This is an optimization exercise on Yosys and OpenROAD, whose aim is small area, not a production implementation. Only simulation tests tie the RTL to the original design; equivalence was not proved.

==> 06-08: inputs <==
==> flow/design.v <==
module data_mem_sweep #(
  parameter int DW    = 8,
  parameter int AW    = 8,
  parameter int DEPTH = 1 << AW,
  parameter int CW    = 16
) (
  input  logic          Clk,
  input  logic          Reset,
  input  logic          WriteEn,
  input  logic          ClearReq,
  input  logic [AW-1:0] DataAddress,
  input  logic [DW-1:0] DataIn,
  output logic [DW-1:0] DataOut,
  output logic          Busy,
  output logic          WrErr,
  output logic [CW-1:0] WrCount
);
  logic [7:0] ptr;
  logic wr_ok;
  assign wr_ok = !Busy && WriteEn && !ClearReq;
  logic arr_we;
  assign arr_we = !Reset && (Busy || wr_ok);
  logic [7:0] a;
  assign a = Busy ? ptr : DataAddress;
  logic [DW-1:0] dcol;
  assign dcol = (!Reset && wr_ok) ? DataIn : '0;
  logic [15:0] rhi, rlo, rlo_we;
  always_comb begin
    for (int i = 0; i < 16; i++) begin
      rhi[i]    = (a[7:4] == 4'(i));
      rlo[i]    = (a[3:0] == 4'(i));
      rlo_we[i] = rlo[i] && arr_we;
    end
  end
  logic [255:0]      sel;
  logic [DW*256-1:0] rd_q;
  for (genvar w = 0; w < 256; w++) begin : g_word
    logic hold;
    assign sel[w] = rhi[w/16] && rlo[w%16];
    assign hold   = !(rhi[w/16] && rlo_we[w%16]);
    data_mem_sweep_word #(.DW(DW)) u_word (
      .Clk(Clk), .sel(sel[w]), .hold(hold), .d(dcol), .q(rd_q[DW*w +: DW])
    );
  end
  logic [DW-1:0] grp [21];
  logic [DW-1:0] tail_n;
  for (genvar g = 0; g < 21; g++) begin : g_rd
    data_mem_sweep_rd12 #(.DW(DW)) u_rd (
      .q(rd_q[DW*12*g +: DW*12]), .sel(sel[12*g +: 12]), .y(grp[g])
    );
  end
  data_mem_sweep_rd3 #(.DW(DW)) u_rd_tail (
    .q(rd_q[DW*252 +: DW*3]), .sel(sel[252 +: 3]), .y_n(tail_n)
  );
  always_comb begin
    DataOut = ~tail_n | (rd_q[DW*255 +: DW] & {DW{sel[255]}});
    for (int g = 0; g < 21; g++) DataOut = DataOut | grp[g];
    DataOut = DataOut & {DW{!Busy}};
  end
  always_ff @(posedge Clk) begin
    if (Reset) begin
      ptr     <= '0;
      Busy    <= 1'b1;
      WrErr   <= 1'b0;
      WrCount <= '0;
    end else begin
      WrErr <= WriteEn && !wr_ok;
      if (Busy) begin
        ptr <= ptr + 8'd1;
        if (ptr == 8'hFF) Busy <= 1'b0;
      end else if (ClearReq) begin
        Busy <= 1'b1;
      end
      if (wr_ok && (WrCount != 16'hFFFF)) WrCount <= WrCount + 16'd1;
    end
  end
endmodule
module data_mem_sweep_word #(
  parameter int DW = 8
) (
  input  logic          Clk,
  input  logic          sel,
  input  logic          hold,
  input  logic [DW-1:0] d,
  output logic [DW-1:0] q
);
  always_ff @(posedge Clk) begin
    q <= ({DW{sel}} & d) | ({DW{hold}} & q);
  end
endmodule
module data_mem_sweep_rd3 #(
  parameter int DW = 8
) (
  input  logic [DW*3-1:0] q,
  input  logic [2:0]      sel,
  output logic [DW-1:0]   y_n
);
  always_comb begin
    y_n = '0;
    for (int i = 0; i < 3; i++) y_n = y_n | (q[DW*i +: DW] & {DW{sel[i]}});
    y_n = ~y_n;
  end
endmodule
module data_mem_sweep_rd12 #(
  parameter int DW = 8
) (
  input  logic [DW*12-1:0] q,
  input  logic [11:0]      sel,
  output logic [DW-1:0]    y
);
  logic [DW-1:0] t_n [4];
  for (genvar k = 0; k < 4; k++) begin : g_rd3
    data_mem_sweep_rd3 #(.DW(DW)) u_rd3 (
      .q(q[DW*3*k +: DW*3]), .sel(sel[3*k +: 3]), .y_n(t_n[k])
    );
  end
  assign y = ~(t_n[0] & t_n[1] & t_n[2] & t_n[3]);
endmodule
==> flow/flow/run.sh <==
#!/bin/bash
set -euo pipefail
export BUFFER_PORTS_ARGS="-buffer_cell sky130_fd_sc_hd__buf_1"
export CTS_ARGS="-sink_clustering_enable -repair_clock_nets -sink_clustering_size 16 -sink_clustering_max_diameter 80 -buf_list sky130_fd_sc_hd__clkbuf_8 -dont_use_dummy_load"
bash standard.sh finish > flow_make.log 2>&1
==> flow/standard.sh <==
#!/bin/bash
# synth_recipe.tcl (not shown) runs the flow's synth.tcl, then flattens the netlist and writes it again
# the make line also repeats each setting of config.mk as NAME=value (left out here)
make -C /OpenROAD-flow-scripts/flow DESIGN_CONFIG=/design/flow/config.mk WORK_HOME=/design/flow/orfs CLKGATE_MAP_FILE= SYNTH_SCRIPT=/design/flow/synth_recipe.tcl "${@:-finish}"
==> flow/config.mk <==
export PLATFORM = sky130hd
export DESIGN_NAME = data_mem_sweep
export DESIGN_NICKNAME = data_mem_sweep
export VERILOG_FILES = /design/flow/design.v
export SDC_FILE = /design/flow/constraint.sdc
export NUM_CORES = 4
export LEC_CHECK = 0
export CAP_MARGIN = 20
export CELL_PAD_IN_SITES_DETAIL_PLACEMENT = 1
export CELL_PAD_IN_SITES_GLOBAL_PLACEMENT = 1
export CORE_MARGIN = 2
export CORE_UTILIZATION = 45
export CTS_BUF_LIST = sky130_fd_sc_hd__clkbuf_8
export CTS_CLUSTER_DIAMETER = 80
export CTS_CLUSTER_SIZE = 16
export SLEW_MARGIN = 20
export SYNTH_HIERARCHICAL = 1
==> flow/constraint.sdc <==
create_clock -name core_clock -period 10.0 [get_ports {Clk}]
set_input_delay 2.0000 -clock core_clock [delete_from_list [all_inputs] [get_ports {Clk}]]
set_output_delay 2.0000 -clock core_clock [all_outputs]
set_load 0.01 [all_outputs]
==> inputs of 04-26, as changes to 06-08 <==
==> flow/run.sh (new file) <==
#!/bin/bash
# synth_recipe.tcl (not shown) runs the flow's synth.tcl, then flattens the netlist and writes it again
# the make line also repeats each setting of config.mk as NAME=value (left out here)
make -C /OpenROAD-flow-scripts/flow DESIGN_CONFIG=/design/flow/config.mk WORK_HOME=/design/flow/orfs CLKGATE_MAP_FILE= SYNTH_SCRIPT=/design/flow/synth_recipe.tcl finish
CELL_PAD_IN_SITES_DETAIL_PLACEMENT = not set   (was 1)
CELL_PAD_IN_SITES_GLOBAL_PLACEMENT = not set   (was 1)
CORE_UTILIZATION = 58   (was 45)
removed: flow/flow/run.sh
removed: flow/standard.sh
==> inputs of 08-05, as changes to 06-08 <==
==> flow/design.v (replaced) <==
module data_mem_sweep #(
  parameter int DW    = 8,
  parameter int AW    = 8,
  parameter int DEPTH = 1 << AW,
  parameter int CW    = 16
) (
  input  logic          Clk,
  input  logic          Reset,
  input  logic          WriteEn,
  input  logic          ClearReq,
  input  logic [AW-1:0] DataAddress,
  input  logic [DW-1:0] DataIn,
  output logic [DW-1:0] DataOut,
  output logic          Busy,
  output logic          WrErr,
  output logic [CW-1:0] WrCount
);
  typedef enum logic {
    CLEAR = 1'b0,
    READY = 1'b1
  } state_t;
  localparam logic [AW:0]   DEPTH_W = (AW+1)'(DEPTH);
  localparam logic [AW-1:0] LAST    = AW'(DEPTH - 1);
  localparam logic [CW-1:0] CNT_MAX = '1;
  state_t        state, state_n;
  logic [AW-1:0] ptr, ptr_n;
  logic          busy_n;
  logic [DW-1:0] core [DEPTH];
  logic addr_ok;
  logic wr_ok;
  logic wr_drop;
  assign addr_ok = ({1'b0, DataAddress} < DEPTH_W);
  assign wr_ok   = (state == READY) && WriteEn && !ClearReq && addr_ok;
  assign wr_drop = WriteEn && !wr_ok;
  always_comb begin
    state_n = state;
    ptr_n   = ptr;
    busy_n  = Busy;
    case (state)
      CLEAR: begin
        ptr_n = ptr + AW'(1);
        if (ptr == LAST) begin
          state_n = READY;
          busy_n  = 1'b0;
          ptr_n   = '0;
        end
      end
      READY: begin
        if (ClearReq) begin
          state_n = CLEAR;
          ptr_n   = '0;
          busy_n  = 1'b1;
        end
      end
      default: begin
        state_n = CLEAR;
        ptr_n   = '0;
        busy_n  = 1'b1;
      end
    endcase
  end
  always_ff @(posedge Clk) begin
    if (Reset) begin
      state   <= CLEAR;
      ptr     <= '0;
      Busy    <= 1'b1;
      WrErr   <= 1'b0;
      WrCount <= '0;
    end else begin
      state <= state_n;
      ptr   <= ptr_n;
      Busy  <= busy_n;
      WrErr <= wr_drop;
      if (wr_ok && (WrCount != CNT_MAX)) begin
        WrCount <= WrCount + CW'(1);
      end
    end
  end
  always_ff @(posedge Clk) begin
    if (!Reset) begin
      if (state == CLEAR) begin
        core[ptr] <= '0;
      end else if (wr_ok) begin
        core[DataAddress] <= DataIn;
      end
    end
  end
  always_comb begin
    DataOut = '0;
    if (!Busy && addr_ok) begin
      DataOut = core[DataAddress];
    end
  end
endmodule
==> flow/run.sh (new file) <==
#!/bin/bash
# synth_recipe.tcl (not shown) runs the flow's synth.tcl, then flattens the netlist and writes it again
# the make line also repeats each setting of config.mk as NAME=value (left out here)
make -C /OpenROAD-flow-scripts/flow DESIGN_CONFIG=/design/flow/config.mk WORK_HOME=/design/flow/orfs CLKGATE_MAP_FILE= SYNTH_SCRIPT=/design/flow/synth_recipe.tcl finish
CELL_PAD_IN_SITES_DETAIL_PLACEMENT = not set   (was 1)
CELL_PAD_IN_SITES_GLOBAL_PLACEMENT = not set   (was 1)
CORE_UTILIZATION = 55   (was 45)
CTS_BUF_LIST = not set   (was sky130_fd_sc_hd__clkbuf_8)
CTS_CLUSTER_DIAMETER = not set   (was 80)
CTS_CLUSTER_SIZE = not set   (was 16)
SYNTH_HIERARCHICAL = not set   (was 1)
removed: flow/flow/run.sh
removed: flow/standard.sh
==> results.ini <==
[global_route]
top_usage_layer = met1

[timing]
worstMarginPinSlew_ns = 1.27
finalSetupViolations = 2
layout_setup_ws_ns = -0.172

[placement]
dp_cells = 7809

[run_status]
so_faults = setup timing
status = finished with violations

[routing]
met2_length_mm = 105

[setup_path]
worstRegToRegCells = 8

[cells_and_area]
drive_gt1_share_pct = 7.89

-- figures above: 04-26

==> results.ini <==
[synthesis]
yosys.area_share.simple_pct = 5.64
synth_largest_area_cell = dfxtp_1

[timing]
layout_setup_ws_ns = 0.879
finalSetupViolations = 0
worstMarginPinSlew_ns = 1.32

[setup_path]
worstRegToRegCells = 7

[cells_and_area]
largest_register_ffs = 2048
drive_gt1_share_pct = 8.35

[global_route]
top_usage_layer = met2
antenna_found_initial = 15

[run_status]
status = complete, no violations

-- figures above: 06-08

==> results.ini <==
[run_status]
status = complete, no violations

[timing]
layout_setup_ws_ns = 0.542
finalSetupViolations = 0
worstMarginPinSlew_ns = 1.37

[placement]
dp_cells = 6012

[global_route]
top_usage_layer = met2

[setup_path]
worstRegToRegCells = 8

[clocking]
clock-sinks = 2075

[pwr]
power_leader = sequential cells

[synthesis]
yosys.area_share.simple_pct = 3.83

-- figures above: 08-05

[afterwards: timing with drivers on the ports]
How much do the figures lean on ideal ports? The routed layouts below were timed once more, with nothing changed but the port constraints.
Step 1 sets driving cells, clkbuf_16 on the clock port and buf_2 on the other inputs (assumed; they add their load-dependent delay and slew).
Step 2 times the ports against the registers' clock, not the clock port: input delays grow and output delays shrink by t, the midpoint of the rising clock arrivals with the driver on.
a / b / c = no drivers / after step 1 / after step 2; a / b = the first two.
| run | t (ns) | slack for setup (ns) | latest minus earliest clock arrival (ns) | worst register clock-pin slew, ns |
|---|---|---|---|---|
| 06-08 | 1.038 | 0.879 / 0.853 / 0.853 | 0.055 / 0.055 | 0.11 / 0.11 |
| 04-26 | 0.988 | -0.172 / -0.200 / -0.200 | 0.034 / 0.033 | 0.11 / 0.11 |
| 08-05 | 0.915 | 0.542 / 0.411 / 0.411 | 0.034 / 0.033 | 0.07 / 0.07 |
For 08-05, which loses most, drivers alone change the setup slack by -0.131 ns; drivers and shift together by -0.131 ns.
